This design comes from an exercise in tuning for small area, a short achievable clock period and few clock cycles per item on the open sky130 flow, not from production work.
No functional check of the RTL was part of any run shown here.
Power figures rest on the tool's default switching activity, not on a simulated workload.

## flow/constraint.sdc

```tcl
create_clock -name core_clock -period 6.0 [get_ports {clk_in}]
set_input_delay 1.2000 -clock core_clock [delete_from_list [all_inputs] [get_ports {clk_in}]]
set_output_delay 1.2000 -clock core_clock [all_outputs]
set_load 0.01 [all_outputs]
```

## flow/standard.sh

```bash
#!/bin/bash
# synth_recipe.tcl (not shown) runs the flow's synth.tcl, then flattens the netlist and writes it again
# the make line also repeats each setting of config.mk as NAME=value (left out here)
make -C /OpenROAD-flow-scripts/flow DESIGN_CONFIG=/design/flow/config.mk WORK_HOME=/design/flow/orfs CLKGATE_MAP_FILE= SYNTH_SCRIPT=/design/flow/synth_recipe.tcl "${@:-finish}"
```

## flow/design.v

```verilog
`timescale 1ns/100ps
`default_nettype none
module fetch_top (
    input  logic  clk_in,
    input  logic  br_reset,
    input  logic  stall,
    input  logic  redirect_valid,
    input  logic [31:0] redirect_pc,
    output logic  out_valid,
    output logic [31:0] out_ins,
    output logic [31:0] out_pc,
    output logic [31:0] out_pred_pc,
    input  logic  upd_valid,
    input  logic [31:0] upd_pc,
    input  logic  upd_taken,
    output logic  mem_req,
    output logic [31:0] mem_addr,
    input  logic  mem_ack,
    input  logic [31:0] mem_data
);
    localparam logic [6:0] OP_JAL    = 7'b1101111;
    localparam logic [6:0] OP_BRANCH = 7'b1100011;
    logic [1:0]  ctr_q [16];
    logic [31:2] ma_q;        
    logic [31:2] pc_q;        
    logic        have_q;      
    logic        stale_q;     
    logic [11:0] offm_q;      
    assign mem_addr    = {ma_q, 2'b00};
    assign out_pred_pc = {ma_q, 2'b00};
    assign out_pc      = {pc_q, 2'b00};
    logic launch_rd;          
    logic launch_st;          
    logic dsel;               
    assign launch_rd = !mem_req && redirect_valid;
    assign launch_st = !mem_req && !redirect_valid && stale_q;
    assign dsel      = !br_reset && !mem_req && !redirect_valid && !stale_q
                    && have_q && !stall;
    always_ff @(posedge clk_in) begin
        if (br_reset) begin
            mem_req   <= 1'b0;
            out_valid <= 1'b0;
            have_q    <= 1'b0;
            stale_q   <= 1'b0;
        end else begin
            out_valid <= dsel;
            if (mem_req) begin
                if (redirect_valid) begin
                    stale_q <= 1'b1;
                end
                if (mem_ack) begin
                    mem_req <= 1'b0;
                    have_q  <= !stale_q && !redirect_valid;
                end
            end else if (redirect_valid) begin
                mem_req <= 1'b1;
                have_q  <= 1'b0;
                stale_q <= 1'b0;
            end else if (stale_q) begin
                mem_req <= 1'b1;
                stale_q <= 1'b0;
            end else if (have_q) begin
                if (!stall) begin
                    mem_req <= 1'b1;
                    have_q  <= 1'b0;
                end
            end else begin
                mem_req <= 1'b1;
            end
        end
    end
    always_ff @(posedge clk_in) begin
        if (mem_req && redirect_valid) begin
            pc_q <= redirect_pc[31:2];
        end else if (dsel) begin
            pc_q <= ma_q;
        end
    end
    always_ff @(posedge clk_in) begin
        if (mem_req) begin
            out_ins <= mem_data;
            offm_q  <= mem_data[2]
                     ? {mem_data[19:12], mem_data[20], mem_data[24:22]}
                     : {{8{mem_data[31]}}, mem_data[7], mem_data[11:9]};
        end
    end
    logic        is_jal, is_br, taken;
    logic [18:0] off;
    logic [18:0] t_lo;
    logic        t_c;
    logic [10:0] hi_inc, hi_dec;
    logic [29:0] seq_pc;
    assign is_jal = (out_ins[6:0] == OP_JAL);
    assign is_br  = (out_ins[6:0] == OP_BRANCH);
    assign taken  = is_jal || (is_br && ctr_q[ma_q[5:2]][1]);
    assign off    = {out_ins[31], offm_q[11:3], out_ins[30:25], offm_q[2:0]};
    ks_add #(.N(19)) tgt_add_i (.a(ma_q[20:2]), .b(off), .s(t_lo), .co(t_c));
    incdec #(.N(11)) hi_id (.x(ma_q[31:21]), .inc(hi_inc), .dec(hi_dec));
    inc #(.N(30)) seq_i (.x(ma_q[31:2]), .y(seq_pc));
    logic [29:0] ma_hold;     
    logic        take;        
    logic [10:0] hi_c1, hi_c0;
    logic [10:0] ma_hi_c1, ma_hi_c0;
    logic [29:0] ma_d;
    always_comb begin
        if (br_reset) begin
            ma_hold = '0;
        end else if (launch_rd) begin
            ma_hold = redirect_pc[31:2];
        end else if (launch_st) begin
            ma_hold = pc_q;
        end else if (dsel) begin
            ma_hold = seq_pc;
        end else begin
            ma_hold = ma_q;
        end
    end
    assign take  = dsel && taken;
    assign hi_c1 = out_ins[31] ? ma_q[31:21] : hi_inc;
    assign hi_c0 = out_ins[31] ? hi_dec : ma_q[31:21];
    assign ma_hi_c1 = take ? hi_c1 : ma_hold[29:19];
    assign ma_hi_c0 = take ? hi_c0 : ma_hold[29:19];
    sel2 #(.N(19)) lo_sel (.s(take), .a(t_lo), .b(ma_hold[18:0]), .y(ma_d[18:0]));
    sel2 #(.N(11)) hi_sel (.s(t_c), .a(ma_hi_c1), .b(ma_hi_c0), .y(ma_d[29:19]));
    always_ff @(posedge clk_in) begin
        ma_q <= ma_d;
    end
    for (genvar i = 0; i < 16; i++) begin : ctr_
        logic [1:0] c;
        logic [1:0] c_next;
        assign c = ctr_q[i];
        assign c_next = upd_taken ? {c[1] | c[0], c[1] | !c[0]}
                                  : {c[1] & c[0], c[1] & !c[0]};
        always_ff @(posedge clk_in) begin
            if (br_reset) begin
                ctr_q[i] <= 2'b01;
            end else if (upd_valid && upd_pc[5:2] == i) begin
                ctr_q[i] <= c_next;
            end
        end
    end
endmodule
module ks_add #(
    parameter int N = 8
) (
    input  logic [N-1:0] a,
    input  logic [N-1:0] b,
    output logic [N-1:0] s,
    output logic         co
);
    localparam int L = (N > 16) ? 5 : (N > 8) ? 4 : (N > 4) ? 3 : (N > 2) ? 2 : 1;
    logic [N-1:0] g [L+1];
    logic [N-1:0] p [L+1];
    logic [N-1:0] x;
    assign x    = a ^ b;
    assign g[0] = a & b;
    assign p[0] = x;
    for (genvar l = 0; l < L; l++) begin : lvl
        for (genvar i = 0; i < N; i++) begin : bit_
            if (i >= (1 << l)) begin : comb
                assign g[l+1][i] = g[l][i] | (p[l][i] & g[l][i-(1<<l)]);
                assign p[l+1][i] = p[l][i] & p[l][i-(1<<l)];
            end else begin : pass
                assign g[l+1][i] = g[l][i];
                assign p[l+1][i] = p[l][i];
            end
        end
    end
    assign s  = x ^ {g[L][N-2:0], 1'b0};
    assign co = g[L][N-1];
endmodule
module incdec #(
    parameter int N = 8
) (
    input  logic [N-1:0] x,
    output logic [N-1:0] inc,
    output logic [N-1:0] dec
);
    assign inc = x + 1'b1;
    assign dec = x - 1'b1;
endmodule
module inc #(
    parameter int N = 8
) (
    input  logic [N-1:0] x,
    output logic [N-1:0] y
);
    assign y = x + 1'b1;
endmodule
module sel2 #(
    parameter int N = 8
) (
    input  logic         s,
    input  logic [N-1:0] a,
    input  logic [N-1:0] b,
    output logic [N-1:0] y
);
    assign y = s ? a : b;
endmodule
`default_nettype wire
```

## flow/config.mk

```make
export PLATFORM = sky130hd
export DESIGN_NAME = fetch_top
export DESIGN_NICKNAME = fetch_top
export VERILOG_FILES = /design/flow/design.v
export SDC_FILE = /design/flow/constraint.sdc
export NUM_CORES = 4
export LEC_CHECK = 0
export ABC_CLOCK_PERIOD_IN_PS = 3000
export CAP_MARGIN = 20
export CORE_MARGIN = 8
export CORE_UTILIZATION = 40
export CTS_BUF_LIST = sky130_fd_sc_hd__clkbuf_4 sky130_fd_sc_hd__clkbuf_8
export CTS_CLUSTER_SIZE = 30
export SETUP_SLACK_MARGIN = 3.0
export SLEW_MARGIN = 20
export SYNTH_HIERARCHICAL = 1
export SYNTH_MINIMUM_KEEP_SIZE = 0
```

## flow/flow/run.sh

```bash
#!/bin/bash
# The standard layout, with the ports buffered by the smallest buffer
# instead of the flow's default pick; repair still resizes them as needed.
set -euo pipefail
export BUFFER_PORTS_ARGS="-buffer_cell sky130_fd_sc_hd__buf_1"
bash standard.sh > standard.log 2>&1
```

==> results of run 1 <==
[power breakdown]
group	switching (mW)	internal, mW
registers	0.126	1.08
logic	0.289	0.235
clock network	0.390	0.508
[synthesized netlist by cell type (22+ instances only)]
master | n | area [µm²]
nand3_1 | 49 | 245
a311oi_1 | 29 | 254
edfxtp_1 | 74 | 2220
a21oi_1 | 72 | 360
mux2_2 | 44 | 495
clkbuf_1 | 50 | 188
xnor2_1 | 41 | 359
dfxtp_1 | 66 | 1320
ha_1 | 22 | 275
nand2_1 | 69 | 259
mux2i_1 | 23 | 230
nor2_1 | 88 | 330
buf_4 | 46 | 345
o21ai_0 | 54 | 270
o21ai_1 | 23 | 115
nand2b_1 | 25 | 156
[per-stage QoR]
stage | utilization | hold slack, ns | cell area (µm²) | worst slack (ns) | std cells
after global placement | 0.430 | 0.459 | 10100 | 1.48 | 1440
after CTS | 0.455 | 0.473 | 10700 | 3.01 | 1481
after global routing | 0.458 | 0.496 | 10800 | 2.98 | 1486
final | 0.458 | 0.473 | 10800 | 3.03 | 1486
after floorplan | - | 0.446 | 9620 | 2.84 | 1033
after detailed placement | 0.430 | 0.465 | 10100 | 1.43 | 1440
[flip-flops by register name (all words and copies together), names as in the netlist]
signal and cells:
ctr_q 32, out_ins 32, ma_q 30, pc_q 30
offm_q 12, have_q 1, mem_req 1, out_valid 1
stale_q 1
[cell families (layout without fill, tap and decap cells)]
logic type,Yosys count,in the layout
compound gates,258,259
other cells,1,6
flops,140,140
buf+inv,128,260
fa+ha+maj,23,23
simple gates,327,328
xor+xnor,61,61
mux,90,90
[layout by cell type, fill, tap and decap left out, types with 12 or more instances in the layout]
cell type	count
xnor2_1	41
nand2_1	68
o21ai_1	23
edfxtp_1	74
clkbuf_8	17
mux2_4	20
buf_1	194
nor2_1	87
nand4_1	16
nand3_1	47
o21ai_0	54
mux2_2	44
ha_1	22
a21oi_1	72
mux2i_1	23
dfxtp_1	58
nand2b_1	25
a311oi_1	29
xor2_1	20
a21o_1	20
or3b_2	12
buf_4	18
nor3_1	15
o211ai_1	14
[worst min-delay path by stage]
stage | slack (ns) | to
6_report | 0.47 | ctr_q[3][1]
5_1_grt | 0.50 | ctr_q[3][1]
4_1_cts | 0.47 | ctr_q[3][1]
3_5_place_dp | 0.46 | ctr_q[3][1]
3_3_place_gp | 0.46 | ctr_q[7][1]
2_1_floorplan | 0.45 | ctr_q[3][1]
[repair_timing]
action,4_1_cts,5_1_grt
gates resized for setup,14,10
gates cloned,2,0
endpoints found under the hold margin,0,0
pin swaps,5,4
buffers inserted,7,5
endpoints found under the setup margin,39,60
[routing by layer]
layer | global-route usage | share of wire | routed length (µm) | up-vias
li1 | - | - | - | 3992
met1 | 0.238 | 0.44 | 12000 | 3849
met2 | 0.293 | 0.47 | 12700 | 307
met3 | 0.0475 | 0.081 | 2210 | 29
met4 | 0.0476 | 0.012 | 322 | 6
met5 | 0 | 0.0015 | 41 | -
[final cells by class]
| cell class | instances | area (µm²) |
|---|---|---|
| Timing Repair Buffer | 215 | 885 |
| Inverter | 13 | 61.3 |
| Fill cell | 2320 | 12800 |
| Sequential cell | 140 | 3560 |
| Clock buffer | 19 | 249 |
| Clock inverter | 13 | 215 |
| Tap cell | 319 | 399 |
| Multi-Input combinational cell | 767 | 5410 |
[critical path, delay by kind of cell]
family | cells | cell delay, ns
buf+inv | 4 | 0.59
compound gates | 2 | 0.41
mux | 1 | 0.34
simple gates | 2 | 0.75
==> flow_metrics.tcl, run 1 <==
set metrics [dict create \
    outcome "no timing/DRC/antenna violations" \
    synth.ff_latch_count 140 \
    timing.critical_path.arrival_ns 3.30 \
    worstSkewPairLatency_ns 0.45 \
    final_net_count 1280 \
    report.final.hold_viol_count 0 \
    cap_violations 0 \
    area.growth.synth_to_final_pct 12.3 \
    crit_path_max_incr_delay_ns 0.58 \
    avgSynthCellArea_um2 9.34 \
    design.core.area_um2 23500 \
    mux_contribution_to_synthesized_area 0.114 \
    synthesis.instances 1028 \
    power-per-cell-area_nw_per_um2 244 \
    number_of_flops_mapped_to_enable_cells_by_yosys 74 \
    grt_start_max_net_pins 69 \
    first_pass_grt_wire_length_um 41600 \
    place_hpwl_um 19000 \
    route.vias.total 8183 \
    gp_congestion 0.866 \
    pin_count 233 \
    max-slew-margin-rel 0.361 \
    post_synth_xor_area_fraction 0.0557 \
    synthSimpleGateAreaFrac 0.180 \
    criticalPathCategory "in2reg" \
    die-width_um 171 \
    timing.critical_path.to_type "register" \
    finalCriticalPeriod_ns 2.97 \
    cts_tree "built" \
    path_max_fanout 30 \
    routed_wire_length_um 27300 \
    synth.lib_cells_used.distinct 69 \
    synth_adder_area_share 0.0308 \
    critical_path.cell_chain "buf_1, buf_6, or4b_4, nor4_4, o211ai_1, buf_4, o21a_4, inv_12, mux2_2" \
    clockBufferDepth 2 \
    chipHeight_um 171 \
    post-route-drc-count 0 \
    avgViaCountPerCell 5.51 \
    wl_per_cell_um 18.4 \
    postSynth.asyncResetShare 0 \
    ctsRootBufferMaster "clkbuf_8" \
    drt_pre_antenna_iters 5 \
    cts_htree_levels 4 \
    min_delay_path_depth 2 \
    layout-drive-gt1-share 0.145 \
    clock_sinks 140 \
    cts.hold.buffers_added 0 \
    core.rowCount 56 \
    synth_ff_type "edfxtp_1" \
    cts-buffers-inserted 17 \
    hold_path_class "reg2reg" \
    number_of_antenna_violations_at_the_first_check_in_global_routing 3 \
    worst_reg_to_reg_setup_slack_ns 3.20 \
    timing.critical_path.required_ns 6.33 \
    clock.fmax_ghz 0.336 \
    totalNegativeSetupSlack_ns 0 \
    timing.final.crit_share 0.495 \
    globalRouteTotalUtil 0.182 \
    finalSetupViolations 0 \
    reg2reg_to "ma_q[23]" \
    initial_utilization 0.408 \
    number_of_port_buffers 196 \
    finalPower_mw 2.63 \
    clock_slew_seen_by_the_registers_of_the_worst_setup_and_hold_paths_ns 0.08 \
    maximum_vdd_drop_uv 121 \
    combinational_family_with_the_most_area_after_synthesis "simple AND/OR/NAND/NOR gates" \
    crit_path_start_kind "input port" \
    timing_max_transition_violations_final 0 \
    synth_compound_area_frac 0.172 \
    hold_start "ctr_q[3][0]" \
    synth_seq_area_share 0.369 \
    dr.first_iter.drc_count 631 \
    synth-warning-count 11 \
    critPathCapture "ma_q[4]" \
    timing.clock.skew_ns 0.0158 \
    critPathLaunch "redirect_valid" \
    worst_path_max_delay_cell "or4b_4" \
    route.antenna.remaining_nets 0 \
    first_global_vias 7657 \
    leakage_nw 3.86 \
    diodes 0 \
    syn_area_um2 9600 \
    worst_slew_pin_slew_ns 0.959 \
    reg2reg_depth 8 \
    fp.dieArea_um2 29200 \
    grt.overflow.total 0 \
    rsz_0062_raised_after_global_routing "true" \
    reg2reg_from "ma_q[5]" \
]
==> inputs of run 2 (changes only) <==
--- a/flow/config.mk
+++ b/flow/config.mk
@@ -11,7 +11,7 @@
 export CORE_UTILIZATION = 40
 export CTS_BUF_LIST = sky130_fd_sc_hd__clkbuf_4 sky130_fd_sc_hd__clkbuf_8
 export CTS_CLUSTER_SIZE = 30
-export SETUP_SLACK_MARGIN = 3.0
+export SETUP_SLACK_MARGIN = 3.5
 export SLEW_MARGIN = 20
 export SYNTH_HIERARCHICAL = 1
 export SYNTH_MINIMUM_KEEP_SIZE = 0
==> flow_metrics.tcl, run 2 <==
set metrics [dict create \
    outcome "no timing/DRC/antenna violations" \
    initial_utilization 0.408 \
    timing.critical_path.to_type "register" \
    cts.hold.buffers_added 0 \
    route.vias.total 8505 \
    dr.first_iter.drc_count 579 \
    maximum_vdd_drop_uv 129 \
    cts_tree "built" \
    critical_path.cell_chain "buf_8, buf_12, or4b_4, nor4_4, o211ai_1, buf_4, o211ai_1, o21ai_1, mux2_4" \
    most_common_cell_type_on_the_critical_path "o211ai_1" \
    synth_compound_area_frac 0.172 \
    synth_ff_type "edfxtp_1" \
    synth-warning-count 11 \
    path_max_fanout 6 \
    rsz_0062_raised_after_global_routing "true" \
    drt_pre_antenna_iters 7 \
    totalNegativeSetupSlack_ns 0 \
    report.final.hold_viol_count 0 \
    clock_sinks 140 \
    finalCriticalPeriod_ns 2.87 \
    layout.filler_cells 2327 \
    clock.fmax_ghz 0.349 \
    core.rowCount 56 \
    diodes 0 \
    die-width_um 171 \
    count_leader_synth "nor2_1" \
    synth_seq_area_share 0.369 \
    chipHeight_um 171 \
    synthesis.instances 1028 \
    number_of_flops_mapped_to_enable_cells_by_yosys 74 \
    worst_slew_pin_slew_ns 1.08 \
    number_of_port_buffers 196 \
    timing.critical_path.required_ns 6.36 \
    ctsRootBufferMaster "clkbuf_8" \
    crit_path_max_incr_delay_ns 0.53 \
    reg2reg_from "ma_q[5]" \
    synth_area_leaders "edfxtp_1 (23%), dfxtp_1 (14%), mux2_2 (5.2%), a21oi_1 (3.8%), xnor2_1 (3.7%)" \
    globalRouteTotalUtil 0.191 \
    critPathCapture "ma_q[24]" \
    gp_congestion 0.845 \
    synth_adder_area_share 0.0308 \
    mostFrequentLayoutCell "buf_1" \
    timing.critical_path.arrival_ns 3.23 \
    final_core_utilization 0.475 \
    synth.top_cell.area_share 0.232 \
    routed_wire_length_um 29300 \
    number_of_antenna_violations_at_the_first_check_in_global_routing 4 \
    cts-buffers-inserted 17 \
    grt.overflow.total 0 \
    post_synth_xor_area_fraction 0.0557 \
    route.antenna.remaining_nets 0 \
    synthSimpleGateAreaFrac 0.180 \
    hold_path_class "reg2reg" \
    finalSetupViolations 0 \
    leakage_nw 4.06 \
    timing_max_transition_violations_final 0 \
    wl_per_cell_um 19.3 \
    max-slew-margin-rel 0.280 \
    layout-drive-gt1-share 0.186 \
    largest_registers "ctr_q: 32 flops, out_ins: 32 flops" \
    design.core.area_um2 23500 \
    worst_reg_to_reg_setup_slack_ns 3.30 \
    synth.lib_cells_used.distinct 69 \
    first_global_vias 8029 \
    reg2reg_depth 8 \
    criticalPathCategory "in2reg" \
    combinational_family_with_the_most_area_after_synthesis "simple AND/OR/NAND/NOR gates" \
    pin_count 233 \
    crit_path_start_kind "input port" \
    cts_htree_levels 4 \
    critPathLaunch "redirect_valid" \
    fp.dieArea_um2 29200 \
    power-per-cell-area_nw_per_um2 230 \
    mux_contribution_to_synthesized_area 0.114 \
    post-route-drc-count 0 \
    timing.final.crit_share 0.478 \
    worstSkewPairLatency_ns 0.47 \
    cap_violations 0 \
    synth.ff_latch_count 140 \
    ys_top_cells_by_count "nor2_1 (88), edfxtp_1 (74), a21oi_1 (72), nand2_1 (69), dfxtp_1 (66)" \
    clock_slew_seen_by_the_registers_of_the_worst_setup_and_hold_paths_ns 0.09 \
    final.setup.worst_slack_ns 3.13 \
    avgViaCountPerCell 5.61 \
    synth_top_area_cell "edfxtp_1" \
    final_net_count 1309 \
    clockBufferDepth 2 \
    timing.clock.skew_ns 0.0118 \
    commonest_cells_after_routing_fill_and_taps_aside "buf_1 (193), nor2_1 (87), edfxtp_1 (74)" \
    area.growth.synth_to_final_pct 16.6 \
    first_pass_grt_wire_length_um 43700 \
    syn_area_um2 9600 \
    postSynth.asyncResetShare 0 \
    grt_start_max_net_pins 67 \
    place_hpwl_um 19100 \
    place_worst_setup_slack_ns 1.45 \
    avgSynthCellArea_um2 9.34 \
    worst_path_max_delay_cell "or4b_4" \
    reg2reg_to "ma_q[22]" \
]
run 2: cell counts after synthesis:
No cell type changed its count.
run 2: critical path, delay by kind of cell:
kind | cells | cell delay [ns]
and+or+nand+nor | 2 | 0.70
muxes | 1 | 0.27
AOI/OAI and AO/OA | 3 | 0.61
buffers and inverters | 3 | 0.45
run 2: final cells by class:
cell class | instances | area (µm²) | share of cell area
Sequential cell | 140 | 3590 | 0.321
Clock buffer | 19 | 262 | 0.0234
Timing Repair inverter | 3 | 36.3 | 0.00324
Tap cell | 319 | 399 | 0.0357
Clock inverter | 13 | 140 | 0.0125
Timing Repair Buffer | 239 | 1190 | 0.106
Inverter | 13 | 61.3 | 0.00548
Multi-Input combinational cell | 769 | 5510 | 0.492
run 2: worst min-delay path by stage:
stage / startpoint / end / slack, ns / depth (start not counted)
final: ctr_q[3][0] / ctr_q[3][1] / 0.48 / 2
after global routing: ctr_q[2][0] / ctr_q[2][0] / 0.52 / 1
after detailed placement: ctr_q[3][0] / ctr_q[3][1] / 0.47 / 2
after global placement: ctr_q[7][0] / ctr_q[7][1] / 0.46 / 2
after floorplan: ctr_q[3][0] / ctr_q[3][1] / 0.45 / 2
after CTS: ctr_q[3][0] / ctr_q[3][1] / 0.48 / 2
run 2: per-stage QoR:
step	instance area (µm²)	std cells	power [mW]	hold WS, ns
2_1_floorplan	9650	1033	1.62	0.446
3_3_place_gp	10100	1440	1.74	0.457
3_5_place_dp	10100	1440	1.75	0.465
4_1_cts	11000	1499	2.57	0.479
5_1_grt	11200	1515	2.71	0.515
6_report	11200	1515	2.58	0.477
run 2: kinds of logic (layout without fill, tap and decap cells):
kind of cell | Yosys count | after routing
AND/OR/NAND/NOR | 327 | 330
adder cells (fa/ha/maj) | 23 | 23
XOR/XNOR | 61 | 61
flip-flops | 140 | 140
multiplexers | 90 | 90
other | 1 | 6
buffers and inverters | 128 | 287
AO/OA/AOI/OAI | 258 | 259
run 2: where the power goes:
part / switching, mW / internal [mW]
registers: 0.115 / 1.09
clock network: 0.409 / 0.393
logic: 0.317 / 0.258
run 2: timing repair:
action,4_1_cts,5_1_grt
resized for setup,61,22
buffers inserted,21,12
pin swaps,8,8
endpoints found under the setup margin,115,63
cloned,6,4
run 2: per-layer routing:
layer / up-vias / routed length (µm) / track usage / share of wire
met1: 4071 / 12800 / 0.243 / 0.44
li1: 4071 / - / - / -
met5: - / 49 / 0 / 0.0017
met2: 312 / 13600 / 0.311 / 0.46
met3: 43 / 2270 / 0.0516 / 0.078
met4: 8 / 523 / 0.0605 / 0.018
==> inputs of run 3 (changes only) <==
--- a/flow/config.mk
+++ b/flow/config.mk
@@ -15,3 +15,4 @@
 export SLEW_MARGIN = 20
 export SYNTH_HIERARCHICAL = 1
 export SYNTH_MINIMUM_KEEP_SIZE = 0
+export TNS_END_PERCENT = 10
==> flow_metrics.tcl, run 3 <==
set metrics [dict create \
    cts.hold.buffers_added 0 \
    finalPower_mw 2.65 \
    clock.fmax_ghz 0.349 \
    route.antenna.remaining_nets 0 \
    wl_per_cell_um 18.5 \
    synth_ff_type "edfxtp_1" \
    avgSynthCellArea_um2 9.34 \
    finalCriticalPeriod_ns 2.87 \
    switchingPower_mw 0.814 \
    die-width_um 171 \
    commonest_cells_after_routing_fill_and_taps_aside "buf_1 (193), nor2_1 (87), edfxtp_1 (74)" \
    maximum_vdd_drop_uv 123 \
    ff_latch_area_um2 3560 \
    timing.clock.skew_ns 0.0141 \
    synth.lib_cells_used.distinct 69 \
    worstSkewPairLatency_ns 0.46 \
    initial_utilization 0.408 \
    timing.critical_path.to_type "register" \
    cts_tree "built" \
    fp.dieArea_um2 29200 \
    worst_slew_pin_slew_ns 0.953 \
    routed_wire_length_um 27800 \
    core.rowCount 56 \
    clock_slew_seen_by_the_registers_of_the_worst_setup_and_hold_paths_ns 0.08 \
    timing_max_transition_violations_final 0 \
    postSynth.asyncResetShare 0 \
    timing.final.crit_share 0.478 \
    leakage_nw 3.99 \
    pin_count 233 \
    syn_area_um2 9600 \
    cts-buffers-inserted 17 \
    reg2reg_from "out_ins[25]" \
    ys_top_cells_by_count "nor2_1 (88), edfxtp_1 (74), a21oi_1 (72), nand2_1 (69), dfxtp_1 (66)" \
    first_pass_grt_wire_length_um 42500 \
    final_cell_count_no_fill 1502 \
    finish.instance_area_um2 11000 \
    hold_path_class "reg2reg" \
    final.setup.worst_slack_ns 3.13 \
    hold_start "ctr_q[3][0]" \
    number_of_antenna_violations_at_the_first_check_in_global_routing 3 \
    drt_pre_antenna_iters 7 \
    avgViaCountPerCell 5.52 \
    place_worst_setup_slack_ns 1.43 \
    synth-warning-count 11 \
    diodes 0 \
    critPathLaunch "redirect_valid" \
    synth_top_area_cell "edfxtp_1" \
    ctsRootBufferMaster "clkbuf_8" \
    clockBufferDepth 2 \
    post-route-drc-count 0 \
    layout-drive-gt1-share 0.158 \
    switching_share 0.307 \
    grt_start_max_net_pins 69 \
    synth_area_leaders "edfxtp_1 (23%), dfxtp_1 (14%), mux2_2 (5.2%), a21oi_1 (3.8%), xnor2_1 (3.7%)" \
    path_max_fanout 9 \
    p_seq_frac 0.456 \
    numPlacedInstances 1440 \
    place_hpwl_um 19000 \
    number_of_flops_mapped_to_enable_cells_by_yosys 74 \
    totalNegativeSetupSlack_ns 0 \
    area.growth.synth_to_final_pct 14.7 \
    power_frac_comb 0.204 \
    finalSetupViolations 0 \
    max-slew-margin-rel 0.365 \
    synth.ff_latch_count 140 \
    multiInputGateArea_um2 5450 \
    mostFrequentLayoutCell "buf_1" \
    power-per-cell-area_nw_per_um2 241 \
    design.core.area_um2 23500 \
    crit_path_start_kind "input port" \
    synthesis.instances 1028 \
    postPlaceCellArea_um2 10100 \
    layout.filler_cells 2296 \
    chipHeight_um 171 \
    gp_congestion 0.866 \
    first_global_vias 7741 \
    internal_power_mw 1.84 \
    cts_htree_levels 4 \
    number_of_port_buffers 196 \
    timing.critical_path.arrival_ns 3.21 \
    clock_sinks 140 \
    p_clk_frac 0.340 \
    grt.overflow.total 0 \
    cap_violations 0 \
    route.vias.total 8289 \
    synth_seq_area_share 0.369 \
    rsz_0062_raised_after_global_routing "true" \
    outcome "no timing/DRC/antenna violations" \
    synth.top_cell.area_share 0.232 \
    dr.first_iter.drc_count 570 \
    largest_registers "ctr_q: 32 flops, out_ins: 32 flops" \
    timing.critical_path.required_ns 6.34 \
    report.final.hold_viol_count 0 \
    count_leader_synth "nor2_1" \
    criticalPathCategory "in2reg" \
    globalRouteTotalUtil 0.186 \
    final_net_count 1296 \
]
## run 3: through the flow
| step | hold slack, ns | util |
|---|---|---|
| 2_1_floorplan | 0.446 | - |
| 3_3_place_gp | 0.459 | 0.430 |
| 3_5_place_dp | 0.465 | 0.430 |
| 4_1_cts | 0.473 | 0.463 |
| 5_1_grt | 0.496 | 0.467 |
| 6_report | 0.474 | 0.467 |
## run 3: worst paths after layout
check,end,slack [ns],cells past startpoint
worst max-delay path,ma_q[11],3.13,8
worst min-delay path,ctr_q[3][1],0.47,2
worst max register to register,ma_q[23],3.28,8
worst min register to register,ctr_q[3][1],0.47,2
## run 3: cell families (layout without fill, tap and decap cells)
group                      after synthesis  in the layout  synth area share
AOI/OAI and AO/OA                      258            259             0.172
xor gates and xnor gates                61             61            0.0557
adders and majority gates               23             23            0.0308
buffers and inverters                  128            276            0.0781
DFF                                    140            140             0.369
muxes                                   90             90             0.114
other                                    1              6          0.000391
and+or+nand+nor                        327            328             0.180
## run 3: area by class of cell
cell class	count	area share
Clock buffer	19	0.0226
Clock inverter	13	0.0196
Inverter	13	0.00557
Multi-Input combinational cell	767	0.495
Sequential cell	140	0.324
Tap cell	319	0.0363
Timing Repair Buffer	229	0.0953
Timing Repair inverter	2	0.00182
## run 3: what timing repair did
action	in CTS	in global routing
setup endpoints to repair	96	106
cloned	6	0
gates resized for setup	33	12
pin swaps	7	6
setup buffers	16	8
## run 3: worst max-delay path: stages
cell and delay, ns:
buf_8 0.10, buf_12 0.11, or4b_4 0.56, nor4_4 0.16, o211ai_1 0.23, o21a_4 0.36
inv_6 0.17, mux2_4 0.31
## run 3: routing by layer
layer,vias up,share of wire,track usage
li1,4030,-,-
met1,3922,0.44,0.246
met2,302,0.46,0.299
met3,29,0.080,0.0461
met4,6,0.013,0.0461
met5,-,0.0015,0
## run 3: power groups by stage
stage / Combinational [mW] / Sequential, mW / Clock [mW]
after floorplan: 0.415 / 1.20 / 0
after global routing: 0.601 / 1.22 / 0.963
after CTS: 0.536 / 1.21 / 0.922
after global placement: 0.515 / 1.23 / 0
final: 0.542 / 1.21 / 0.902
after detailed placement: 0.521 / 1.23 / 0
==> inputs of run 4 (changes only) <==
--- a/flow/design.v
+++ b/flow/design.v
@@ -31,17 +31,18 @@
     assign out_pc      = {pc_q, 2'b00};
     logic launch_rd;          
     logic launch_st;          
+    logic have_go;            
     logic dsel;               
     assign launch_rd = !mem_req && redirect_valid;
-    assign launch_st = !mem_req && !redirect_valid && stale_q;
-    assign dsel      = !br_reset && !mem_req && !redirect_valid && !stale_q
-                    && have_q && !stall;
+    assign launch_st = !mem_req && stale_q;
+    assign have_go   = !mem_req && !stale_q && have_q && !stall;
+    assign dsel      = have_go && !redirect_valid && !br_reset;
     always_ff @(posedge clk_in) begin
         if (br_reset) begin
             mem_req   <= 1'b0;
             out_valid <= 1'b0;
             have_q    <= 1'b0;
-            stale_q   <= 1'b0;
+            stale_q   <= 1'b1;
         end else begin
             out_valid <= dsel;
             if (mem_req) begin
@@ -70,7 +71,9 @@
         end
     end
     always_ff @(posedge clk_in) begin
-        if (mem_req && redirect_valid) begin
+        if (br_reset) begin
+            pc_q <= '0;
+        end else if (mem_req && redirect_valid) begin
             pc_q <= redirect_pc[31:2];
         end else if (dsel) begin
             pc_q <= ma_q;
@@ -90,52 +93,52 @@
     logic        t_c;
     logic [10:0] hi_inc, hi_dec;
     logic [29:0] seq_pc;
+    logic [18:0] seq_lo;
+    logic        seq_c;
     assign is_jal = (out_ins[6:0] == OP_JAL);
     assign is_br  = (out_ins[6:0] == OP_BRANCH);
     assign taken  = is_jal || (is_br && ctr_q[ma_q[5:2]][1]);
     assign off    = {out_ins[31], offm_q[11:3], out_ins[30:25], offm_q[2:0]};
     ks_add #(.N(19)) tgt_add_i (.a(ma_q[20:2]), .b(off), .s(t_lo), .co(t_c));
     incdec #(.N(11)) hi_id (.x(ma_q[31:21]), .inc(hi_inc), .dec(hi_dec));
-    inc #(.N(30)) seq_i (.x(ma_q[31:2]), .y(seq_pc));
-    logic [29:0] ma_hold;     
+    inc #(.N(19)) seq_i (.x(ma_q[20:2]), .y(seq_lo), .co(seq_c));
+    assign seq_pc = {seq_c ? hi_inc : ma_q[31:21], seq_lo};
+    logic [29:0] ma_keep;     
+    logic [29:0] ma_other;    
     logic        take;        
     logic [10:0] hi_c1, hi_c0;
     logic [10:0] ma_hi_c1, ma_hi_c0;
     logic [29:0] ma_d;
     always_comb begin
-        if (br_reset) begin
-            ma_hold = '0;
-        end else if (launch_rd) begin
-            ma_hold = redirect_pc[31:2];
-        end else if (launch_st) begin
-            ma_hold = pc_q;
-        end else if (dsel) begin
-            ma_hold = seq_pc;
+        if (launch_st) begin
+            ma_keep = pc_q;
+        end else if (have_go) begin
+            ma_keep = seq_pc;
         end else begin
-            ma_hold = ma_q;
-        end
-    end
-    assign take  = dsel && taken;
-    assign hi_c1 = out_ins[31] ? ma_q[31:21] : hi_inc;
-    assign hi_c0 = out_ins[31] ? hi_dec : ma_q[31:21];
-    assign ma_hi_c1 = take ? hi_c1 : ma_hold[29:19];
-    assign ma_hi_c0 = take ? hi_c0 : ma_hold[29:19];
-    sel2 #(.N(19)) lo_sel (.s(take), .a(t_lo), .b(ma_hold[18:0]), .y(ma_d[18:0]));
+            ma_keep = ma_q;
+        end
+    end
+    assign ma_other = launch_rd ? redirect_pc[31:2] : ma_keep;
+    assign take     = have_go && !redirect_valid && taken;
+    assign hi_c1    = out_ins[31] ? ma_q[31:21] : hi_inc;
+    assign hi_c0    = out_ins[31] ? hi_dec : ma_q[31:21];
+    assign ma_hi_c1 = take ? hi_c1 : ma_other[29:19];
+    assign ma_hi_c0 = take ? hi_c0 : ma_other[29:19];
+    sel2 #(.N(19)) lo_sel (.s(take), .a(t_lo), .b(ma_other[18:0]), .y(ma_d[18:0]));
     sel2 #(.N(11)) hi_sel (.s(t_c), .a(ma_hi_c1), .b(ma_hi_c0), .y(ma_d[29:19]));
     always_ff @(posedge clk_in) begin
         ma_q <= ma_d;
     end
+    logic [1:0]  upd_cur;
+    logic [1:0]  ctr_d;
+    assign upd_cur = ctr_q[upd_pc[5:2]];
+    assign ctr_d   = br_reset ? 2'b01
+                   : upd_taken ? {upd_cur[1] | upd_cur[0], upd_cur[1] | !upd_cur[0]}
+                               : {upd_cur[1] & upd_cur[0], upd_cur[1] & !upd_cur[0]};
     for (genvar i = 0; i < 16; i++) begin : ctr_
-        logic [1:0] c;
-        logic [1:0] c_next;
-        assign c = ctr_q[i];
-        assign c_next = upd_taken ? {c[1] | c[0], c[1] | !c[0]}
-                                  : {c[1] & c[0], c[1] & !c[0]};
         always_ff @(posedge clk_in) begin
-            if (br_reset) begin
-                ctr_q[i] <= 2'b01;
-            end else if (upd_valid && upd_pc[5:2] == i) begin
-                ctr_q[i] <= c_next;
+            if (br_reset || (upd_valid && upd_pc[5:2] == i)) begin
+                ctr_q[i] <= ctr_d;
             end
         end
     end
@@ -183,9 +186,10 @@
     parameter int N = 8
 ) (
     input  logic [N-1:0] x,
-    output logic [N-1:0] y
-);
-    assign y = x + 1'b1;
+    output logic [N-1:0] y,
+    output logic         co
+);
+    assign {co, y} = {1'b0, x} + 1'b1;
 endmodule
 module sel2 #(
     parameter int N = 8
--- a/flow/flow/run.sh
+++ b/flow/flow/run.sh
@@ -3,4 +3,5 @@
 # instead of the flow's default pick; repair still resizes them as needed.
 set -euo pipefail
 export BUFFER_PORTS_ARGS="-buffer_cell sky130_fd_sc_hd__buf_1"
+export REMOVE_ABC_BUFFERS=1
 bash standard.sh > standard.log 2>&1
--- a/flow/config.mk
+++ b/flow/config.mk
@@ -11,8 +11,7 @@
 export CORE_UTILIZATION = 40
 export CTS_BUF_LIST = sky130_fd_sc_hd__clkbuf_4 sky130_fd_sc_hd__clkbuf_8
 export CTS_CLUSTER_SIZE = 30
-export SETUP_SLACK_MARGIN = 3.5
+export SETUP_SLACK_MARGIN = 3.3
 export SLEW_MARGIN = 20
 export SYNTH_HIERARCHICAL = 1
 export SYNTH_MINIMUM_KEEP_SIZE = 0
-export TNS_END_PERCENT = 10
==> flow_metrics.tcl, run 4 <==
set metrics [dict create \
    synth-warning-count 11 \
    hold_path_class "reg2reg" \
    power-per-cell-area_nw_per_um2 282 \
    worst_slew_pin_slew_ns 0.732 \
    cts_tree "built" \
    wl_per_cell_um 18.7 \
    path_max_fanout 8 \
    reg2reg_depth 11 \
    clock_sinks 140 \
    cts_htree_levels 4 \
    count_leader_synth "mux2i_1" \
    ctsRootBufferMaster "clkbuf_8" \
    maximum_vdd_drop_uv 127 \
    synth_seq_area_share 0.394 \
    fp.dieArea_um2 27700 \
    first_pass_grt_wire_length_um 40100 \
    core.rowCount 55 \
    initial_utilization 0.404 \
    route.vias.total 7356 \
    globalRouteTotalUtil 0.180 \
    mostFrequentLayoutCell "buf_1" \
    crit_path_max_incr_delay_ns 0.50 \
    synth_top_area_cell "edfxtp_1" \
    critPathCapture "ctr_q[11][1]" \
    synth_area_leaders "edfxtp_1 (25%), dfxtp_1 (14%), mux2i_1 (9.3%), a21oi_1 (4.1%), buf_4 (4.0%)" \
    report.final.hold_viol_count 0 \
    commonest_cells_after_routing_fill_and_taps_aside "buf_1 (189), mux2i_1 (84), nor2_1 (79)" \
    place_hpwl_um 17200 \
    timing.critical_path.required_ns 6.18 \
    reg2reg_to "ma_q[31]" \
    synth.lib_cells_used.distinct 75 \
    max-slew-margin-rel 0.512 \
    totalNegativeSetupSlack_ns 0 \
    number_of_antenna_violations_at_the_first_check_in_global_routing 1 \
    critical_path.cell_chain "buf_6, buf_6, buf_6, mux4_2, and3_4, o32a_4, nand3b_1, nand2_4" \
    route.antenna.remaining_nets 0 \
    area.growth.synth_to_final_pct 19.4 \
    gp_congestion 0.856 \
    numPlacedInstances 1300 \
    detailroute.wirelength.met2_um 12500 \
    layout.filler_cells 2144 \
    layout-drive-gt1-share 0.185 \
    finalCriticalPeriod_ns 2.80 \
    crit_path_start_kind "input port" \
    worst_path_max_delay_cell "mux4_2" \
    worstSkewPairLatency_ns 0.46 \
    design.core.area_um2 22400 \
    cts-buffers-inserted 17 \
    drt_pre_antenna_iters 4 \
    number_of_port_buffers 196 \
    synth_ff_type "edfxtp_1" \
    worst_reg_to_reg_setup_slack_ns 3.28 \
    finish.instance_area_um2 10800 \
    cts.hold.buffers_added 0 \
    ys_top_cells_by_count "mux2i_1 (84), nor2_1 (82), edfxtp_1 (76), a21oi_1 (75), nand2_1 (69)" \
    critPathLaunch "upd_pc[2]" \
    outcome "no timing/DRC/antenna violations" \
    routed_wire_length_um 25600 \
    reg2reg_from "ma_q[2]" \
    most_common_cell_type_on_the_critical_path "buf_6" \
    dr.first_iter.drc_count 379 \
    routed.top_layer "met4" \
    timing.final.crit_share 0.467 \
    die-width_um 166 \
    wl_met3_um 1320 \
    finalPower_mw 3.04 \
    final.setup.worst_slack_ns 3.20 \
    place_worst_setup_slack_ns 1.87 \
    clock_slew_seen_by_the_registers_of_the_worst_setup_and_hold_paths_ns 0.08 \
    timing.critical_path.arrival_ns 2.98 \
    timing.critical_path.to_type "register" \
    rsz_0062_raised_after_global_routing "true" \
    clockBufferDepth 2 \
    cap_violations 0 \
    largest_registers "ctr_q: 32 flops, out_ins: 32 flops" \
    synth.ff_latch_count 140 \
    wl_met1_um 11300 \
    grt.overflow.total 0 \
    finalSetupViolations 0 \
    leakage_nw 3.98 \
    postSynth.asyncResetShare 0 \
    final_cell_count_no_fill 1370 \
    postPlaceCellArea_um2 9580 \
    synthesis.instances 910 \
    avgSynthCellArea_um2 9.95 \
    clock.fmax_ghz 0.357 \
    pin_count 233 \
    syn_area_um2 9050 \
    number_of_flops_mapped_to_enable_cells_by_yosys 76 \
    chipHeight_um 166 \
    final_net_count 1197 \
    synth.top_cell.area_share 0.252 \
    final_core_utilization 0.482 \
    post-route-drc-count 0 \
    criticalPathCategory "in2reg" \
    fin_hold_ws_ns 0.576 \
    first_global_vias 7482 \
    grt_start_max_net_pins 61 \
    timing_max_transition_violations_final 0 \
    timing.clock.skew_ns 0.0198 \
    avgViaCountPerCell 5.37 \
]
run 4: cell count changes after synthesis, sizes merged, moves of 13 or more:
| cell | delta |
|---|---|
| nand3 | -30 |
| nand2b | -13 |
| a21o | -14 |
| a311oi | -29 |
| mux2 | -30 |
| a211oi | +30 |
| mux2i | +61 |
| o21ai | -45 |
run 4: worst min-delay path by stage:
stage	from	cells after the start	to	slack, ns
after CTS	pc_q[9]	2	pc_q[9]	0.58
after global placement	pc_q[30]	2	pc_q[30]	0.55
final	pc_q[10]	2	pc_q[10]	0.58
after floorplan	have_q	3	have_q	0.55
after global routing	pc_q[31]	2	pc_q[31]	0.60
after detailed placement	pc_q[9]	2	pc_q[9]	0.56
run 4: cell type report:
type	instances	area (µm²)	area share
flip-flops and latches	140	3580	0.332
multi-input cells	652	5050	0.467
clock inverters	15	198	0.0183
repair buffers	241	1310	0.121
inverters	19	71.3	0.00660
well taps	285	357	0.0330
diodes	1	2.50	0.000232
clock buffers	17	234	0.0216
run 4: where the power goes:
group	internal, mW	switching (mW)	total [mW]
combinational	0.390	0.502	0.893
sequential	1.13	0.170	1.30
clock	0.452	0.402	0.854
total	1.97	1.07	3.04
run 4: what timing repair did:
action	4_1_cts	5_1_grt
endpoints found under the setup margin	91	63
cloned	5	0
pin swaps	13	9
setup buffers	20	12
gates resized for setup	68	44
run 4: cell families after synthesis:
kind of cell             synth area share
AND/OR/NAND/NOR                     0.143
AO/OA/AOI/OAI                       0.138
flip-flops                          0.394
multiplexers                        0.161
buffers and inverters              0.0839
XOR/XNOR                           0.0484
adder cells (fa/ha/maj)            0.0326
other                            0.000414
run 4: routing by layer:
layer	global-route usage	vias up
met4	0.0572	0
li1	-	3592
met2	0.303	225
met5	0	-
met1	0.222	3512
met3	0.0454	27
run 4: critical path: cells and delay by family:
family	cells	cell delay, ns
buf+inv	3	0.27
simple gates	3	0.60
mux	1	0.50
compound gates	1	0.41
==> inputs of run 5 (changes only) <==
--- a/flow/config.mk
+++ b/flow/config.mk
@@ -11,7 +11,7 @@
 export CORE_UTILIZATION = 40
 export CTS_BUF_LIST = sky130_fd_sc_hd__clkbuf_4 sky130_fd_sc_hd__clkbuf_8
 export CTS_CLUSTER_SIZE = 30
-export SETUP_SLACK_MARGIN = 3.3
+export SETUP_SLACK_MARGIN = 3.6
 export SLEW_MARGIN = 20
 export SYNTH_HIERARCHICAL = 1
 export SYNTH_MINIMUM_KEEP_SIZE = 0
==> flow_metrics.tcl, run 5 <==
set metrics [dict create \
    criticalPathCategory "in2reg" \
    critPathLaunch "upd_pc[2]" \
    cts_tree "built" \
    first_global_vias 7633 \
    synth.top_cell.area_share 0.252 \
    ctsRootBufferMaster "clkbuf_8" \
    initial_utilization 0.404 \
    count_leader_synth "mux2i_1" \
    report.final.hold_viol_count 0 \
    clock_sinks 140 \
    reg2reg_depth 8 \
    cts_htree_levels 4 \
    number_of_antenna_violations_at_the_first_check_in_global_routing 1 \
    commonest_cells_after_routing_fill_and_taps_aside "buf_1 (186), mux2i_1 (82), nor2_1 (79)" \
    grt.overflow.total 0 \
    crit_path_max_incr_delay_ns 0.50 \
    hold_path_class "reg2reg" \
    timing.final.crit_share 0.468 \
    most_common_cell_type_on_the_critical_path "buf_6" \
    numPlacedInstances 1300 \
    drt_pre_antenna_iters 5 \
    path_delay_family "simple AND/OR/NAND/NOR gates" \
    timing.critical_path.to_type "register" \
    gp_congestion 0.856 \
    power_frac_comb 0.299 \
    synth_top_area_cell "edfxtp_1" \
    timing.critical_path.required_ns 6.17 \
    worstSkewPairLatency_ns 0.47 \
    clock.fmax_ghz 0.356 \
    clock_slew_seen_by_the_registers_of_the_worst_setup_and_hold_paths_ns 0.08 \
    internal_power_mw 2.00 \
    reg2reg_to "ma_q[31]" \
    power-per-cell-area_nw_per_um2 279 \
    route.vias.total 7446 \
    cts.hold.buffers_added 0 \
    number_of_port_buffers 196 \
    worst_slew_pin_slew_ns 0.750 \
    avgViaCountPerCell 5.39 \
    critPathCapture "ctr_q[6][1]" \
    pin_count 233 \
    switchingPower_mw 1.10 \
    synth_seq_area_share 0.394 \
    critical_path_depth 8 \
    avgSynthCellArea_um2 9.95 \
    number_of_flops_mapped_to_enable_cells_by_yosys 76 \
    globalRouteTotalUtil 0.189 \
    timing.critical_path.arrival_ns 2.98 \
    synth.ff_latch_count 140 \
    worst-path-buf-inv 3 \
    rsz_0062_raised_after_global_routing "true" \
    cts-buffers-inserted 17 \
    mostFrequentLayoutCell "buf_1" \
    synth_ff_type "edfxtp_1" \
    fp.dieArea_um2 27700 \
    critical_path.cell_chain "buf_6, buf_6, buf_6, mux4_2, and3_4, o32a_4, nand3b_1, nand2_4" \
    postSynth.asyncResetShare 0 \
    timing.clock.skew_ns 0.0318 \
    clockBufferDepth 2 \
    synth-warning-count 11 \
    synth.lib_cells_used.distinct 75 \
    place_hpwl_um 17200 \
    crit_path_start_kind "input port" \
    dr.first_iter.drc_count 408 \
    area.growth.synth_to_final_pct 22.7 \
    leakage_nw 4.11 \
    finalSetupViolations 0 \
    first_pass_grt_wire_length_um 41700 \
    final_core_utilization 0.495 \
    final_net_count 1208 \
    routed_wire_length_um 27300 \
    syn_area_um2 9050 \
    totalNegativeSetupSlack_ns 0 \
    synth_area_leaders "edfxtp_1 (25%), dfxtp_1 (14%), mux2i_1 (9.3%), a21oi_1 (4.1%), buf_4 (4.0%)" \
    wl_per_cell_um 19.7 \
    cap_violations 0 \
    ys_top_cells_by_count "mux2i_1 (84), nor2_1 (82), edfxtp_1 (76), a21oi_1 (75), nand2_1 (69)" \
    switching_share 0.354 \
    route.antenna.remaining_nets 0 \
    core.rowCount 55 \
    finalCriticalPeriod_ns 2.81 \
    final_cell_count_no_fill 1381 \
    timing_max_transition_violations_final 0 \
    p_seq_frac 0.424 \
    worst_path_max_delay_cell "mux4_2" \
    max-slew-margin-rel 0.500 \
    design.core.area_um2 22400 \
    chipHeight_um 166 \
    largest_registers "ctr_q: 32 flops, out_ins: 32 flops" \
    maximum_vdd_drop_uv 141 \
    worst_reg_to_reg_setup_slack_ns 3.26 \
    die-width_um 166 \
    synthesis.instances 910 \
    p_clk_frac 0.276 \
    post-route-drc-count 0 \
    reg2reg_from "ma_q[2]" \
    layout-drive-gt1-share 0.216 \
    path_max_fanout 8 \
    grt_start_max_net_pins 61 \
    outcome "no timing/DRC/antenna violations" \
]
[run 5: worst min-delay path by stage]
| stage | from | to | slack [ns] | cells after the start |
|---|---|---|---|---|
| floorplan | have_q | have_q | 0.55 | 3 |
| global placement | pc_q[30] | pc_q[30] | 0.55 | 2 |
| detailed placement | pc_q[9] | pc_q[9] | 0.56 | 2 |
| CTS | pc_q[9] | pc_q[9] | 0.58 | 2 |
| global route | pc_q[31] | pc_q[31] | 0.60 | 2 |
| finish | pc_q[10] | pc_q[10] | 0.57 | 2 |
[run 5: layer usage]
metal | wire length, µm | global-route usage
met5 | 0 | 0
met4 | 595 | 0.0693
met3 | 1500 | 0.0487
met2 | 13100 | 0.316
met1 | 12100 | 0.231
[run 5: layout make-up]
| type | count | area, µm² |
|---|---|---|
| multi-input combinational | 653 | 5090 |
| sequential | 140 | 3630 |
| inverter | 19 | 71.3 |
| fill | 2113 | 11300 |
| antenna | 1 | 2.50 |
| clock inverter | 15 | 198 |
| timing repair buffer | 251 | 1520 |
| tap | 285 | 357 |
| clock buffer | 17 | 234 |
[run 5: worst reg2reg max path, delay by kind of cell (launching register included)]
kind,cells,cell delay [ns]
DFF,1,0.43
AOI/OAI and AO/OA,2,0.36
muxes,3,1.38
buffers and inverters,2,0.28
and+or+nand+nor,1,0.20
[run 5: power groups by stage]
stage	combinational, mW	sequential, mW	clock, mW
after floorplan	0.514	1.33	0
after global placement	0.806	1.32	0
after detailed placement	0.816	1.32	0
after CTS	0.897	1.31	0.872
after global routing	1.02	1.34	0.912
final	0.928	1.32	0.857
[run 5: cell families after synthesis]
logic type               after synthesis  synth area share
AND/OR/NAND/NOR                      247             0.143
other                                  1          0.000414
buffers and inverters                125            0.0839
multiplexers                         125             0.161
flip-flops                           140             0.394
XOR/XNOR                              50            0.0484
adder cells (fa/ha/maj)               23            0.0326
AO/OA/AOI/OAI                        199             0.138
[run 5: timing repair]
item                                    4_1_cts  5_1_grt
endpoints found under the setup margin      143      104
buffers inserted                             29        8
endpoints found under the hold margin         0        0
cloned                                        9        2
resized for setup                           114       39
pin swaps                                    13        9
[run 5: metrics by stage]
step / setup WS (ns) / hold slack, ns / total power, mW / area, µm²
2_1_floorplan: 0.475 / 0.545 / 1.85 / 8380
3_3_place_gp: 1.88 / 0.552 / 2.12 / 9580
3_5_place_dp: 1.87 / 0.558 / 2.14 / 9580
4_1_cts: 3.14 / 0.577 / 3.07 / 10900
5_1_grt: 3.19 / 0.598 / 3.27 / 11100
6_report: 3.19 / 0.574 / 3.10 / 11100
==> inputs of run 6 (changes only) <==
--- a/flow/config.mk
+++ b/flow/config.mk
@@ -5,13 +5,14 @@
 export SDC_FILE = /design/flow/constraint.sdc
 export NUM_CORES = 4
 export LEC_CHECK = 0
+export ABC_AREA = 1
 export ABC_CLOCK_PERIOD_IN_PS = 3000
 export CAP_MARGIN = 20
 export CORE_MARGIN = 8
 export CORE_UTILIZATION = 40
 export CTS_BUF_LIST = sky130_fd_sc_hd__clkbuf_4 sky130_fd_sc_hd__clkbuf_8
 export CTS_CLUSTER_SIZE = 30
-export SETUP_SLACK_MARGIN = 3.6
+export SETUP_SLACK_MARGIN = 3.5
 export SLEW_MARGIN = 20
 export SYNTH_HIERARCHICAL = 1
 export SYNTH_MINIMUM_KEEP_SIZE = 0
==> flow_metrics.tcl, run 6 <==
set metrics [dict create \
    synth.lib_cells_used.distinct 37 \
    wl_per_cell_um 16.8 \
    critPathLaunch "upd_pc[4]" \
    timing_max_transition_violations_final 0 \
    timing.final.crit_share 0.409 \
    cts_tree "built" \
    grt_use_met1 0.245 \
    path_delay_family "simple AND/OR/NAND/NOR gates" \
    leakage_nw 4.91 \
    grt_start_max_net_pins 51 \
    clock_sinks 140 \
    number_of_flops_mapped_to_enable_cells_by_yosys 76 \
    holdPathEnd "have_q" \
    first_pass_grt_wire_length_um 48500 \
    grt_use_met2 0.367 \
    clock_slew_seen_by_the_registers_of_the_worst_setup_and_hold_paths_ns 0.09 \
    synth_seq_area_share 0.368 \
    power-per-cell-area_nw_per_um2 312 \
    synth.ff_latch_count 140 \
    core.rowCount 57 \
    crit_path_start_kind "input port" \
    min_delay_path_depth 2 \
    route.vias.total 9613 \
    timing.clock.skew_ns 0.0167 \
    worst_slew_pin_slew_ns 0.633 \
    criticalPathCategory "in2reg" \
    globalRouteMet3Util 0.0553 \
    maximum_vdd_drop_uv 152 \
    finish.instance_area_um2 11200 \
    largest_registers "ctr_q: 32 flops, out_ins: 32 flops" \
    drt_pre_antenna_iters 7 \
    report.final.hold_viol_count 0 \
    synth.top_cell.area_share 0.235 \
    max-slew-margin-rel 0.578 \
    timing.critical_path.to_type "register" \
    post-route-drc-count 0 \
    mostFrequentLayoutCell "nand2_1" \
    crit_path_max_incr_delay_ns 0.25 \
    fin_hold_ws_ns 0.532 \
    timing.critical_path.required_ns 6.16 \
    number_of_port_buffers 196 \
    ctsRootBufferMaster "clkbuf_8" \
    hold_start "have_q" \
    pin_count 233 \
    worst-path-buf-inv 3 \
    area.growth.synth_to_final_pct 16.0 \
    design.core.area_um2 24000 \
    reg2reg_to "ma_q[2]" \
    count_leader_synth "nand2_1" \
    totalNegativeSetupSlack_ns 0 \
    reg2reg_depth 15 \
    commonest_cells_after_routing_fill_and_taps_aside "nand2_1 (509), buf_1 (189), nand3_1 (143)" \
    worstSkewPairLatency_ns 0.46 \
    path_max_fanout 8 \
    timing.critical_path.arrival_ns 2.61 \
    first_global_vias 9410 \
    finalCriticalPeriod_ns 2.45 \
    layout.filler_cells 2540 \
    worst_reg_to_reg_setup_slack_ns 3.70 \
    chipHeight_um 172 \
    clock.fmax_ghz 0.408 \
    routed_wire_length_um 31800 \
    worst_path_max_delay_cell "nor2_2" \
    number_of_antenna_violations_at_the_first_check_in_global_routing 0 \
    final_net_count 1680 \
    cts-buffers-inserted 17 \
    synthesis.instances 1403 \
    critical_path.cell_chain "clkbuf_2, inv_1, nor2_2, nand3_1, nand2_1, inv_1, nand2_1, nor2_1, nand3_1, nand2_1, nand2_1, nand3_4" \
    cts_htree_levels 4 \
    syn_area_um2 9700 \
    die-width_um 172 \
    most_common_cell_type_on_the_critical_path "nand2_1" \
    layout-drive-gt1-share 0.101 \
    rsz_0062_raised_after_global_routing "true" \
    place_hpwl_um 20900 \
    outcome "no timing/DRC/antenna violations" \
    initial_utilization 0.403 \
    synth-warning-count 11 \
    postSynth.asyncResetShare 0 \
    cap_violations 0 \
    gp_congestion 0.878 \
    fp.dieArea_um2 29500 \
    ys_top_cells_by_count "nand2_1 (510), nand3_1 (144), nor2_1 (100), inv_1 (95), edfxtp_1 (76)" \
    postPlaceCellArea_um2 10300 \
    finalSetupViolations 0 \
    dr.first_iter.drc_count 519 \
    clockBufferDepth 2 \
    synth_top_area_cell "edfxtp_1" \
    reg2reg_from "ma_q[2]" \
    diodes 0 \
    avgSynthCellArea_um2 6.91 \
    grt.overflow.total 0 \
    synth_area_leaders "edfxtp_1 (24%), nand2_1 (20%), dfxtp_1 (13%), nand3_1 (7.4%), buf_4 (4.0%)" \
    globalRoute.busiestLayer "met2" \
    route.antenna.remaining_nets 0 \
    globalRouteTotalUtil 0.210 \
    hold_path_class "reg2reg" \
    avgViaCountPerCell 5.08 \
    synth_ff_type "edfxtp_1" \
]
run 6: cell count changes after synthesis, sizes merged, moves of 28 or more:
cell	delta
nand2	+457
nand3	+130
inv	+85
mux2i	-84
o21ai	+63
a21oi	-41
a211oi	-35
mux2	-34
a31oi	+28
run 6: how the worst max path moves through the flow:
stage                         endpoint  slack (ns)  cells past startpoint
after floorplan               pc_q[10]        1.75                      4
after global placement     ctr_q[2][1]        2.25                     12
after detailed placement       ma_q[2]        2.20                     10
after CTS                      ma_q[2]        3.50                     15
after global routing      ctr_q[11][0]        3.46                     11
final                     ctr_q[10][0]        3.55                     12
run 6: cell families after synthesis:
| kind of cell | share of synthesized area |
|---|---|
| AO/OA/AOI/OAI | 0.110 |
| XOR/XNOR | 0.0271 |
| adder cells (fa/ha/maj) | 0.0305 |
| buffers and inverters | 0.111 |
| flip-flops | 0.368 |
| other | 0.000387 |
| AND/OR/NAND/NOR | 0.354 |
run 6: area by class of cell:
cell class                 count  area, µm²  area share
multi-input combinational   1061       5240       0.466
timing repair inverter         2       12.5     0.00111
timing repair buffer         229       1120      0.0993
sequential                   140       3600       0.320
inverter                     103        410      0.0365
clock buffer                  21        277      0.0246
tap                          324        405      0.0361
clock inverter                11        190      0.0169
run 6: metal layers:
metal | routed length (µm) | vias to the layer above
met5 | 0 | -
met4 | 748 | 0
met3 | 2510 | 51
met2 | 15300 | 332
met1 | 13200 | 4365
li1 | - | 4865
run 6: where the power goes:
part	switching (mW)	leakage (nW)	total, mW	internal (mW)
Sequential	0.188	1.27	1.34	1.15
Clock	0.396	0.239	0.923	0.527
Combinational	0.812	3.40	1.25	0.440
Total	1.40	4.91	3.51	2.12
run 6: worst min-delay path: stages, from the launching register on:
cell     delay [ns]
dfxtp_1        0.36
nand2_1        0.08
a21oi_1        0.05
run 6: repair_timing:
action / 4_1_cts / 5_1_grt
gates cloned: 5 / 2
gates resized for setup: 40 / 36
setup buffers: 10 / 10
pin swaps: 3 / 0
endpoints found under the setup margin: 103 / 97
hold buffers: 0 / 0
run 6: per-stage QoR:
stage | util | setup WS [ns] | std cells | total power [mW]
2_1_floorplan | - | 1.75 | 1301 | 2.14
3_3_place_gp | 0.427 | 2.25 | 1832 | 2.52
3_5_place_dp | 0.427 | 2.20 | 1832 | 2.53
4_1_cts | 0.459 | 3.50 | 1879 | 3.50
5_1_grt | 0.468 | 3.46 | 1891 | 3.75
6_report | 0.468 | 3.55 | 1891 | 3.51

==> separate check: timing with driven ports <==
No port has a modelled driver above. Below, the same layouts with a new extraction and two added sets of constraints.
Step 1 sets driving cells, clkbuf_16 on the clock port and buf_2 on the other inputs (assumed; they add their load-dependent delay and slew).
Step 2 adds t to the input delays and takes it off the output delays; t is the mean of the earliest and latest rising clock arrival at the registers after step 1. Input paths then give back, and output paths get back, about the clock's delay inside the block.
a / b / c = ideal / step 1 / step 2; a / b = the first two.
run | t, ns | setup slack, ns | worst register clock-pin slew, ns | worst slew at a driven data input, ns | cell pins on the clock port's net
run 1 | 0.485 | 3.028 / 3.043 / 2.558 | 0.09 / 0.09 | 0.07 | 1
run 2 | 0.500 | 3.133 / 3.124 / 2.624 | 0.09 / 0.09 | 0.08 | 1
run 3 | 0.490 | 3.135 / 3.100 / 2.640 | 0.09 / 0.09 | 0.07 | 1
run 4 | 0.493 | 3.198 / 3.195 / 2.702 | 0.10 / 0.10 | 0.08 | 1
run 5 | 0.490 | 3.191 / 3.187 / 2.697 | 0.10 / 0.10 | 0.09 | 1
run 6 | 0.493 | 3.548 / 3.522 / 3.057 | 0.09 / 0.09 | 0.07 | 1
After both steps setup and hold are still met in every run listed. The setup slack of run 2, which loses most, moves by -0.009 ns with the drivers and by -0.509 ns with both steps.
